Source: an optimization exercise on an open RTL-to-GDS flow (aim: small area, a short achievable clock period and few clock cycles). Production flows keep margins and buffers that such runs may drop.
In this exercise RTL edits were held to simulation tests only and were not proved equivalent to the original.

==> flow/design.v (excerpt) <==
module par_loop_top (
	input wire clk,
	input wire rst_n,
	input wire req,
	input wire signed [31:0] start,
	input wire signed [31:0] stride,
	input wire [11:0] count,
	output logic ack,
	output logic [31:0] result
);
For scale: ~2200 cells after synthesis, ~250 flip-flops, roughly 20000 sq um of cells after synthesis.
clock: 10.0 ns
lec_check: 0
cap_margin: 20
core_margin: 2
core_utilization: 60
place_density: 0.75
setup_slack_margin: 5
slew_margin: 20
run.sh (not shown) runs the stock make flow with config.mk's settings and CLKGATE_MAP_FILE= SYNTH_SCRIPT=/design/flow/synth_recipe.tcl, a recipe that flattens the netlist after the stock synthesis.
Testbench counts at the start, summed over its fixed seeds: cycles 3,364.
Next try:
==> flow/flow/run.sh (new file) <==
#!/bin/bash
set -e
export BUFFER_PORTS_ARGS="-buffer_cell sky130_fd_sc_hd__buf_1"
sed 's/SETUP_SLACK_MARGIN=5 /SETUP_SLACK_MARGIN=6.85 /' standard.sh > standard_margin.sh
grep -q 'SETUP_SLACK_MARGIN=6.85 ' standard_margin.sh
bash standard_margin.sh > standard.log 2>&1
==> flow/standard.sh (new file) <==
#!/bin/bash
# synth_recipe.tcl (not shown) runs the flow's synth.tcl, then flattens the netlist and writes it again
# the make line also repeats each setting of config.mk as NAME=value (left out here)
make -C /OpenROAD-flow-scripts/flow DESIGN_CONFIG=/design/flow/config.mk WORK_HOME=/design/flow/orfs CLKGATE_MAP_FILE= SYNTH_SCRIPT=/design/flow/synth_recipe.tcl "${@:-finish}"
CORE_UTILIZATION = 40   (was 60)
PLACE_DENSITY = 0.6   (was 0.75)
removed: flow/run.sh
What happened: Critical path depth fell by 8. Register-to-register slack improved by 700 ps. Routed wire length rose by a little under a tenth. Worst hold slack got worse by 3.4 ps. Count of clock-buffer cells in the layout rose by 4.

========
Starting RTL as in the previous note.
clock: 10.0 ns
lec_check: 0
cap_margin: 20
core_margin: 2
core_utilization: 40
place_density: 0.6
setup_slack_margin: 5
slew_margin: 20
standard.sh (not shown) runs the stock make flow with config.mk's settings and CLKGATE_MAP_FILE= SYNTH_SCRIPT=/design/flow/synth_recipe.tcl, a recipe that flattens the netlist after the stock synthesis.
==> flow/flow/run.sh <==
#!/bin/bash
set -e
export BUFFER_PORTS_ARGS="-buffer_cell sky130_fd_sc_hd__buf_1"
bash standard.sh > standard.log 2>&1
The first run passed the timing, DRC and antenna checks.
Testbench counts at the start, summed over its fixed seeds: cycles 3,364.
==> next run, changes <==
==> flow/run.sh (new file) <==
#!/bin/bash
# synth_recipe.tcl (not shown) runs the flow's synth.tcl, then flattens the netlist and writes it again
# the make line also repeats each setting of config.mk as NAME=value (left out here)
make -C /OpenROAD-flow-scripts/flow DESIGN_CONFIG=/design/flow/config.mk WORK_HOME=/design/flow/orfs CLKGATE_MAP_FILE= SYNTH_SCRIPT=/design/flow/synth_recipe.tcl finish
removed: flow/flow/run.sh
removed: flow/standard.sh
What happened: The changed run completed with no timing, DRC or antenna violations; area after synthesis stays the same; clock skew climbs by 0.011 ns; final cell count climbs by 0.35%; non-clock buffer count climbs by 4; routed wire length climbs by 2.5%; final area climbs by 3.7%; die area does not change; maximum frequency climbs by 1.5%.
==> next run, changes <==
Settings changed: ABC_AREA from default to 1.
The new run went through all stages and came out clean.
Core utilization decreases by 0.72 points.
Hold slack stays flat.
Global-route usage goes up by 1.5 points.
First-iteration DRC count went up by 4.8%.
Setup slack degrades by 0.28 ns.
Non-clock buffer count came out lower by 7.
Synthesized area rises by about 7%.

========
par_loop_top again, from the RTL that the note above started with.
clock: 10.0 ns
lec_check: 0
cap_margin: 20
core_margin: 2
core_utilization: 40
place_density: 0.6
setup_slack_margin: 5
slew_margin: 20
==> flow/flow/run.sh <==
#!/bin/bash
set -e
export BUFFER_PORTS_ARGS="-buffer_cell sky130_fd_sc_hd__buf_1"
sed 's/SETUP_SLACK_MARGIN=5 /SETUP_SLACK_MARGIN=7.0 /' standard.sh > standard_margin.sh
grep -q 'SETUP_SLACK_MARGIN=7.0 ' standard_margin.sh
bash standard_margin.sh > standard.log 2>&1
The starting point went through all stages and came out clean.
Testbench counts at the start, summed over its fixed seeds: cycles 3,364.
Edit:
==> flow/flow/run.sh (replaced) <==
#!/bin/bash
set -e
export BUFFER_PORTS_ARGS="-buffer_cell sky130_fd_sc_hd__buf_1"
sed 's/SETUP_SLACK_MARGIN=5 /SETUP_SLACK_MARGIN=6.7 /' standard.sh > standard_margin.sh
grep -q 'SETUP_SLACK_MARGIN=6.7 ' standard_margin.sh
bash standard_margin.sh > standard.log 2>&1
--- a/flow/config.mk
+++ b/flow/config.mk
@@ -10,2 +10,3 @@
 export CORE_UTILIZATION = 40
+export CTS_BUF_LIST = sky130_fd_sc_hd__clkbuf_8
 export PLACE_DENSITY = 0.6
The new run passed the timing, DRC and antenna checks.
Global-route usage came out lower by 0.98 points.
Clock skew came out higher by 0.046 ns.
Synthesized cell count does not change.
Register-to-register slack gets worse by 0.21 ns.
Wire length came out lower by 5.8%.
Worst setup slack gets worse by 0.035 ns.
Via count came out lower by 3.0%.
Edit:
--- a/flow/config.mk
+++ b/flow/config.mk
@@ -10,3 +10,3 @@
 export CORE_UTILIZATION = 40
-export CTS_BUF_LIST = sky130_fd_sc_hd__clkbuf_8
+export CTS_BUF_LIST = sky130_fd_sc_hd__clkbuf_4 sky130_fd_sc_hd__clkbuf_8
 export PLACE_DENSITY = 0.6
The changed run went through all stages and came out clean.
Routed wire length goes up by 0.37%.
Hold slack barely changes.
Global-route usage barely changes.
Area after synthesis does not change.
Non-clock buffer count stays the same.
Design area barely changes.
Clock skew goes down by 0.0031 ns.
Worst setup slack loses 0.014 ns.
Synthesized cell count is unchanged.

========
## job 2414
par_loop_top again, from the RTL that the note above started with.
export LEC_CHECK = 0
export CAP_MARGIN = 20
export CORE_MARGIN = 2
export CORE_UTILIZATION = 40
export PLACE_DENSITY = 0.6
export SETUP_SLACK_MARGIN = 5
export SLEW_MARGIN = 20
create_clock -name core_clock -period 10.0 [get_ports {clk}]
==> flow/flow/run.sh <==
#!/bin/bash
set -e
sed 's/SETUP_SLACK_MARGIN=5 /SETUP_SLACK_MARGIN=6 /' standard.sh > standard_m7.sh
grep -q 'SETUP_SLACK_MARGIN=6 ' standard_m7.sh
bash standard_m7.sh > standard.log 2>&1
Testbench counts of job 2414, summed over its fixed seeds: cycles 3,364.
Input-level comparison between job 5695 and job 2414:
==> flow/flow/run.sh <==
#!/bin/bash
set -e
export BUFFER_PORTS_ARGS="-buffer_cell sky130_fd_sc_hd__buf_1"
sed 's/SETUP_SLACK_MARGIN=5 /SETUP_SLACK_MARGIN=6.7 /' standard.sh > standard_margin.sh
grep -q 'SETUP_SLACK_MARGIN=6.7 ' standard_margin.sh
bash standard_margin.sh > standard.log 2>&1
==> notes.md <==
Shortest clock period the worst path allows after layout: job 5695 vs job 2414 down 400 ps
Final estimated routing congestion in global placement delta (job 5695 -> job 2414): insignificant
Reported for job 2414 and job 5695, critical path depth turned out identical to the last digit.
Relative to job 2414, global-route usage has decreased by 0.28 points in job 5695.

==> what the ideal ports hide <==
Ports are ideal in the flow. The routed layouts listed here were re-timed in OpenROAD.
Step 1: set_driving_cell puts a clkbuf_16 on clk and a buf_2 on each other input, an assumption about the parent block.
Step 2 adds t to the input delays and takes it off the output delays; t is the mean of the earliest and latest rising clock arrival at the registers after step 1. Input paths then give back, and output paths get back, about the clock's delay inside the block.
a / b / c = ideal / step 1 / step 2; a / b = the first two.
run | t (ns) | setup WS [ns] | worst data-port slew with drivers (ns)
the first run of note 1 | 0.641 | 6.066 / 6.066 / 5.983 | 0.05
the second run of note 1 | 0.639 | 6.642 / 6.580 / 6.350 | 0.04
the first run of note 2 | 0.642 | 6.192 / 6.192 / 6.192 | 0.03
the second run of note 2 | 0.614 | 6.247 / 6.190 / 5.936 | 0.04
the third run of note 2 | 0.659 | 5.970 / 5.970 / 5.970 | 0.04
the first run of note 3 | 0.644 | 6.641 / 6.582 / 6.393 | 0.04
the second run of note 3 | 0.692 | 6.606 / 6.549 / 6.202 | 0.04
the third run of note 3 | 0.693 | 6.592 / 6.534 / 6.197 | 0.04
job 2414 | 0.614 | 6.247 / 6.190 / 5.936 | 0.04
job 5695 | 0.639 | 6.642 / 6.587 / 6.211 | 0.04
After both steps every run listed still meets setup and hold. For job 5695, which loses most, drivers alone change the setup slack by -0.055 ns; drivers and shift together by -0.431 ns.
